What follows belongs to an exercise in optimizing a design on an open flow for small area; a production flow would make more cautious choices.
In this exercise RTL edits were held to simulation tests only and were not proved equivalent to the original.
Power is estimated from default activity; no workload was simulated.

==> v13 <==
==> flow/design.v (excerpt) <==
module rf_shell_top (
  input  logic        clk_i,
  input  logic        rst_ni,
  input  logic        test_en_i,
  input  logic        fetch_enable_i,
  input  logic        core_busy_i,
  input  logic        debug_req_i,
  input  logic [18:0] irq_i,
  input  logic [44:0] rf_wr_i,
  input  logic [4:0]  rf_raddr_a_i,
  input  logic [4:0]  rf_raddr_b_i,
  output logic [31:0] rf_rdata_a_o,
  output logic [31:0] rf_rdata_b_o,
  output logic        alert_minor_o,
  output logic        alert_major_o,
  output logic        core_sleep_o
);
==> module register_file_ff, before the edit <==
module register_file_ff (
  input  logic        clk_i,
  input  logic        rst_ni,
  input  logic        we_i,
  input  logic [4:0]  waddr_i,
  input  logic [33:0] wdata_i,
  input  logic [4:0]  raddr_a_i,
  input  logic [4:0]  raddr_b_i,
  output logic [33:0] rdata_a_o,
  output logic [33:0] rdata_b_o
);
  logic [33:0] entry_q [32];
  logic [31:1] sel_a, sel_b;
  logic        phase_q;
  logic [33:0] wentry;
  logic [33:0] wentry_ph;
  logic [33:0] wentry_phn;
  logic        flip_a, flip_b;
  logic [1:0]  cls_a, cls_b;
  logic        valid_a, valid_b;
  logic        flip_va, flip_vb;
  logic        valid_an, valid_bn, flip_van, flip_vbn;
  always_ff @(posedge clk_i or negedge rst_ni) begin
    if (!rst_ni) begin
      phase_q <= 1'b0;
    end else begin
      phase_q <= ~phase_q;
    end
  end
  assign wentry = {~wdata_i[32], ~wdata_i[33], wdata_i[31:0]};
  assign wentry_phn = ~(wentry ^ {34{phase_q}});
  for (genvar c = 0; c < 34; c++) begin : gen_wdrv
    rf_inv u_drv (
      .a_i  (wentry_phn[c]),
      .y_no (wentry_ph[c])
    );
  end
  for (genvar i = 1; i < 32; i++) begin : gen_regs
    logic we_n, write, hold, sel_an, sel_bn;
    assign we_n   = ~(we_i & (waddr_i == 5'(i)));
    assign sel_an = ~(raddr_a_i == 5'(i));
    assign sel_bn = ~(raddr_b_i == 5'(i));
    rf_inv u_write_drv (.a_i(we_n),   .y_no(write));
    rf_inv u_hold_drv  (.a_i(write),  .y_no(hold));
    rf_inv u_sela_drv  (.a_i(sel_an), .y_no(sel_a[i]));
    rf_inv u_selb_drv  (.a_i(sel_bn), .y_no(sel_b[i]));
    rf_row #(
      .Width (32)
    ) u_row (
      .clk_i   (clk_i),
      .write_i (write),
      .hold_i  (hold),
      .wdata_i (wentry_ph[31:0]),
      .q_o     (entry_q[i][31:0])
    );
    for (genvar c = 32; c < 34; c++) begin : gen_cls
      rf_bit_r u_bit (
        .clk_i   (clk_i),
        .rst_ni  (rst_ni),
        .write_i (write),
        .hold_i  (hold),
        .wdata_i (wentry_ph[c]),
        .q_o     (entry_q[i][c])
      );
    end
  end
  assign flip_a = phase_q & (|sel_a);
  assign flip_b = phase_q & (|sel_b);
  for (genvar b = 0; b < 34; b++) begin : gen_rd
    logic [31:1] col;
    for (genvar i = 1; i < 32; i++) begin : gen_col
      assign col[i] = entry_q[i][b];
    end
    if (b < 32) begin : gen_data
      rf_rd_bit u_rd_a (
        .d_i     (col),
        .sel_i   (sel_a),
        .flip_i  (flip_va),
        .valid_i (valid_a),
        .q_o     (rdata_a_o[b])
      );
      rf_rd_bit u_rd_b (
        .d_i     (col),
        .sel_i   (sel_b),
        .flip_i  (flip_vb),
        .valid_i (valid_b),
        .q_o     (rdata_b_o[b])
      );
    end else begin : gen_cls
      rf_rd_cls u_rd_a (
        .d_i    (col),
        .sel_i  (sel_a),
        .flip_i (flip_a),
        .q_o    (cls_a[b-32])
      );
      rf_rd_cls u_rd_b (
        .d_i    (col),
        .sel_i  (sel_b),
        .flip_i (flip_b),
        .q_o    (cls_b[b-32])
      );
    end
  end
  assign valid_an     = ~|cls_a;
  assign valid_bn     = ~|cls_b;
  assign flip_van     = ~(flip_a & (|cls_a));
  assign flip_vbn     = ~(flip_b & (|cls_b));
  rf_inv u_valid_a_drv (.a_i(valid_an), .y_no(valid_a));
  rf_inv u_valid_b_drv (.a_i(valid_bn), .y_no(valid_b));
  rf_inv u_flip_a_drv  (.a_i(flip_van), .y_no(flip_va));
  rf_inv u_flip_b_drv  (.a_i(flip_vbn), .y_no(flip_vb));
  assign rdata_a_o[32] = cls_a[0] & ~cls_a[1];
  assign rdata_a_o[33] = cls_a[1] & ~cls_a[0];
  assign rdata_b_o[32] = cls_b[0] & ~cls_b[1];
  assign rdata_b_o[33] = cls_b[1] & ~cls_b[0];
endmodule
==> module rf_rd_bit, before the edit <==
module rf_rd_bit (
  input  logic [31:1] d_i,
  input  logic [31:1] sel_i,
  input  logic        flip_i,
  input  logic        valid_i,
  output logic        q_o
);
  logic [2:0] part;
  logic       any_valid;
  rf_rd_or u_or (
    .d_i    (d_i),
    .sel_i  (sel_i),
    .part_o (part)
  );
  rf_oa31 u_gate (
    .a_i (part),
    .b_i (valid_i),
    .y_o (any_valid)
  );
  assign q_o = any_valid ^ flip_i;
endmodule
==> module rf_rd_cls, before the edit <==
module rf_rd_cls (
  input  logic [31:1] d_i,
  input  logic [31:1] sel_i,
  input  logic        flip_i,
  output logic        q_o
);
  logic [2:0] part;
  rf_rd_or u_or (
    .d_i    (d_i),
    .sel_i  (sel_i),
    .part_o (part)
  );
  logic       any;
  rf_or3 u_any (
    .a_i (part),
    .y_o (any)
  );
  assign q_o = any ^ flip_i;
endmodule
==> module rf_oa31, before the edit <==
module rf_oa31 (
  input  logic [2:0] a_i,
  input  logic       b_i,
  output logic       y_o
);
  assign y_o = (|a_i) & b_i;
endmodule
==> module rf_or3, before the edit <==
module rf_or3 (
  input  logic [2:0] a_i,
  output logic       y_o
);
  assign y_o = |a_i;
endmodule
export LEC_CHECK = 0
export CAP_MARGIN = 20
export CORE_MARGIN = 2
export CORE_UTILIZATION = 50
export SLEW_MARGIN = 20
export SYNTH_HIERARCHICAL = 1
create_clock -name core_clock -period 13.0 [get_ports {clk_i}]
standard.sh (not shown) runs the stock make flow with config.mk's settings and CLKGATE_MAP_FILE= SYNTH_SCRIPT=/design/flow/synth_recipe.tcl, a recipe that flattens the netlist after the stock synthesis.
==> flow/flow/run.sh <==
#!/bin/bash
# Standard ORFS layout with three changes: the inverters that drive the
# register file's long lines are sized up before placement (flow/presize.tcl),
# port buffers use the smallest buffer, and clock tree synthesis builds
# clusters of clkbuf_16 without dummy loads.
set -euo pipefail
export BUFFER_PORTS_ARGS="-buffer_cell sky130_fd_sc_hd__buf_1"
export CTS_ARGS="-sink_clustering_enable -repair_clock_nets -dont_use_dummy_load -buf_list sky130_fd_sc_hd__clkbuf_16 -sink_clustering_size 24 -sink_clustering_max_diameter 100"
bash standard.sh floorplan > standard_floorplan.log 2>&1
ODB=$PWD/orfs/results/$FLOW_PLATFORM/rf_shell_top/base/2_floorplan.odb openroad -no_init -exit flow/presize.tcl > presize.log 2>&1
bash standard.sh > standard.log 2>&1
==> flow/flow/presize.tcl <==
# Size the inverters that drive the register file's long row and column
# lines before placement: an inverter with many loads becomes inv_2, or
# inv_4 for the heaviest. Only the drive strength changes, not the function.
set plat $::env(FLOW_HOME)/platforms/sky130hd
read_lef $plat/lef/sky130_fd_sc_hd.tlef
read_lef $plat/lef/sky130_fd_sc_hd_merged.lef
read_db $::env(ODB)
set db [ord::get_db]
set inv2 [$db findMaster sky130_fd_sc_hd__inv_2]
set inv4 [$db findMaster sky130_fd_sc_hd__inv_4]
set n2 0
set n4 0
foreach inst [[ord::get_db_block] getInsts] {
  if {[[$inst getMaster] getName] ne "sky130_fd_sc_hd__inv_1"} continue
  foreach it [$inst getITerms] {
    if {![$it isOutputSignal]} continue
    set net [$it getNet]
    if {$net eq "NULL"} continue
    set loads [expr {[llength [$net getITerms]] - 1}]
    if {$loads < 12} continue
    # A line that also feeds the inverter of its complement line is the
    # heaviest: it gets inv_4
    set feeds_inv 0
    foreach t2 [$net getITerms] {
      if {[$t2 isInputSignal] && [string match "sky130_fd_sc_hd__inv_*" [[[$t2 getInst] getMaster] getName]]} {
        set feeds_inv 1
      }
    }
    if {$feeds_inv} {
      $inst swapMaster $inv4
      incr n4
    } else {
      $inst swapMaster $inv2
      incr n2
    }
  }
}
puts "presize: $n2 inverters to inv_2, $n4 to inv_4"
write_db $::env(ODB)
==> v32: changes against v13 <==
--- a/flow/design.v
+++ b/flow/design.v
@@ -138,4 +138,4 @@
   end
-  assign flip_a = phase_q & (|sel_a);
-  assign flip_b = phase_q & (|sel_b);
+  assign flip_a = phase_q & (|raddr_a_i);
+  assign flip_b = phase_q & (|raddr_b_i);
   for (genvar b = 0; b < 34; b++) begin : gen_rd
@@ -260,3 +260,3 @@
   logic [2:0] part;
-  logic       any_valid;
+  logic       any_valid_n;
   rf_rd_or u_or (
@@ -266,8 +266,8 @@
   );
-  rf_oa31 u_gate (
-    .a_i (part),
-    .b_i (valid_i),
-    .y_o (any_valid)
+  rf_oai31 u_gate (
+    .a_i  (part),
+    .b_i  (valid_i),
+    .y_no (any_valid_n)
   );
-  assign q_o = any_valid ^ flip_i;
+  assign q_o = ~(any_valid_n ^ flip_i);
 endmodule
@@ -285,15 +285,15 @@
   );
-  logic       any;
-  rf_or3 u_any (
-    .a_i (part),
-    .y_o (any)
+  logic       any_n;
+  rf_nor3 u_any (
+    .a_i  (part),
+    .y_no (any_n)
   );
-  assign q_o = any ^ flip_i;
+  assign q_o = ~(any_n ^ flip_i);
 endmodule
-module rf_oa31 (
+module rf_oai31 (
   input  logic [2:0] a_i,
   input  logic       b_i,
-  output logic       y_o
+  output logic       y_no
 );
-  assign y_o = (|a_i) & b_i;
+  assign y_no = ~((|a_i) & b_i);
 endmodule
@@ -314,7 +314,7 @@
 endmodule
-module rf_or3 (
+module rf_nor3 (
   input  logic [2:0] a_i,
-  output logic       y_o
+  output logic       y_no
 );
-  assign y_o = |a_i;
+  assign y_no = ~|a_i;
 endmodule
==> flow/flow/run.sh (replaced) <==
#!/bin/bash
# Standard ORFS layout with three changes: cells are resized before placement
# (flow/presize.tcl: logic cells with few loads to their smallest size, the
# inverters that drive the register file's long lines up), port buffers use
# the smallest buffer, and clock tree synthesis builds clusters of clkbuf_16
# joined by clkbuf_8, without dummy loads.
set -euo pipefail
export BUFFER_PORTS_ARGS="-buffer_cell sky130_fd_sc_hd__buf_1"
export CTS_ARGS="-sink_clustering_enable -repair_clock_nets -dont_use_dummy_load -buf_list sky130_fd_sc_hd__clkbuf_8 -sink_clustering_buffer sky130_fd_sc_hd__clkbuf_16 -sink_clustering_size 28 -sink_clustering_max_diameter 100"
bash standard.sh floorplan > standard_floorplan.log 2>&1
ODB=$PWD/orfs/results/$FLOW_PLATFORM/rf_shell_top/base/2_floorplan.odb openroad -no_init -exit flow/presize.tcl > presize.log 2>&1
bash standard.sh > standard.log 2>&1
==> flow/flow/presize.tcl (replaced) <==
# Resize cells before placement; only drive strengths change, never the
# function, and flip-flops are left as synthesis made them.
# 1. A logic cell with few loads takes the smallest size of its kind
#    (synthesis sizes some up for delay, which this design does not need).
# 2. The inverters that drive the register file's long row and column lines
#    (twelve loads or more) become inv_2, and inv_4 for a line that also
#    feeds the inverter of its complement line.
set plat $::env(FLOW_HOME)/platforms/sky130hd
read_lef $plat/lef/sky130_fd_sc_hd.tlef
read_lef $plat/lef/sky130_fd_sc_hd_merged.lef
read_db $::env(ODB)
set db [ord::get_db]
set inv2 [$db findMaster sky130_fd_sc_hd__inv_2]
set inv4 [$db findMaster sky130_fd_sc_hd__inv_4]

proc master_area {m} { expr {[$m getWidth] * [$m getHeight]} }

proc out_net {inst} {
  foreach it [$inst getITerms] {
    if {[$it isOutputSignal]} { return [$it getNet] }
  }
  return "NULL"
}

set nd 0
set saved 0
set n2 0
set n4 0
foreach inst [[ord::get_db_block] getInsts] {
  set m [$inst getMaster]
  set name [$m getName]
  if {![regexp {^(sky130_fd_sc_hd__[a-z0-9]+)_([0-9]+)$} $name -> base size]} continue
  set net [out_net $inst]
  if {$net eq "NULL"} continue
  set loads [expr {[llength [$net getITerms]] - 1}]

  if {$base eq "sky130_fd_sc_hd__inv" && $size == 1 && $loads >= 12} {
    set feeds_inv 0
    foreach t2 [$net getITerms] {
      if {[$t2 isInputSignal] && [string match "sky130_fd_sc_hd__inv_*" [[[$t2 getInst] getMaster] getName]]} {
        set feeds_inv 1
      }
    }
    if {$feeds_inv} {
      $inst swapMaster $inv4
      incr n4
    } else {
      $inst swapMaster $inv2
      incr n2
    }
    continue
  }

  # Logic cells only: no flip-flops, latches, clock, buffer, tie or tap cells
  if {[regexp {__(df|ed|sd|dl|tap|conb|clk|buf|inv|fill|decap|diode)} $name]} continue
  if {$size <= 1 || $loads > 4} continue
  set best $m
  foreach s {0 1} {
    set cand [$db findMaster ${base}_$s]
    if {$cand ne "NULL" && [master_area $cand] < [master_area $best]} { set best $cand }
  }
  if {$best ne $m} {
    set saved [expr {$saved + ([master_area $m] - [master_area $best]) / 1e6}]
    $inst swapMaster $best
    incr nd
  }
}
puts "presize: $nd logic cells to the smallest size ($saved um2), $n2 inverters to inv_2, $n4 to inv_4"
write_db $::env(ODB)
Settings changed: CORE_UTILIZATION 50 to 60.
==> metrics list <==
* Gate count after technology mapping: 3719
* Netlist Area Pre-Place: 0.04099 mm²
- Number of vias per cell: 8.947
- Combinational power share: 24.3%
- Clock tree synthesis inserted a total of 43 buffers.
- Leaving out the clock tree, the finished layout contains an inverter count of 163.
* Clock-pin transition on the worst setup and hold timing paths: 0.11 ns
- The routed design uses 70.86 mm of met2 wire.
- Outcome: finished clean
* Buffers & Inverters on Critical Path: 4
* Worst vdd rail ir drop: 142.8 µV
- Yosys top cell area share: 48.45%
* Basic-gate share of the synthesized area counting and, or, nand and nor cells: 6.191%
- Met1 Use GR: 67.39%
That was v32.
==> metrics list <==
- Combinational power share: 26.1%
- Number of vias per cell: 8.463
- Counting the inverters off the clock network in the layout gives 164.
- Outcome: finished clean
* Met1 Use GR: 58.14%
- Counting every instance in the synthesized netlist gives 3749.
* Netlist Area Pre-Place: 0.04078 mm²
* Buffers & Inverters on Critical Path: 5
- The synthesized netlist devotes 6.305% of its cell area to simple gates.
That was v13.

## what the ideal ports hide
The results above use ideal ports. As a check the final layouts listed here were re-extracted and re-timed, cells and wires unchanged. Step 1 assumes that a clkbuf_16 drives the clock port and a buf_2 every other input. Step 2 moves the port delays by t, midway between the first and last clock arrival at a register: inputs arrive t later, outputs are due t later. That takes back most of the time a late clock gives input paths. Slacks: no drivers / after step 1 / after step 2; pairs: no drivers / after step 1.
run | shift t [ns] | slack for setup (ns) | worst hold slack (ns) | slew at the worst register clock pin (ns)
v13 | 0.716 | 3.262 / 3.190 / 3.190 | 0.476 / 0.476 / 0.476 | 0.10 / 0.10
v32 | 0.839 | 3.312 / 3.286 / 3.286 | 0.479 / 0.479 / 0.479 | 0.12 / 0.12
After both steps every run listed still meets setup and hold. The setup slack of v13, which loses most, moves by -0.072 ns with the drivers and by -0.072 ns with both steps.
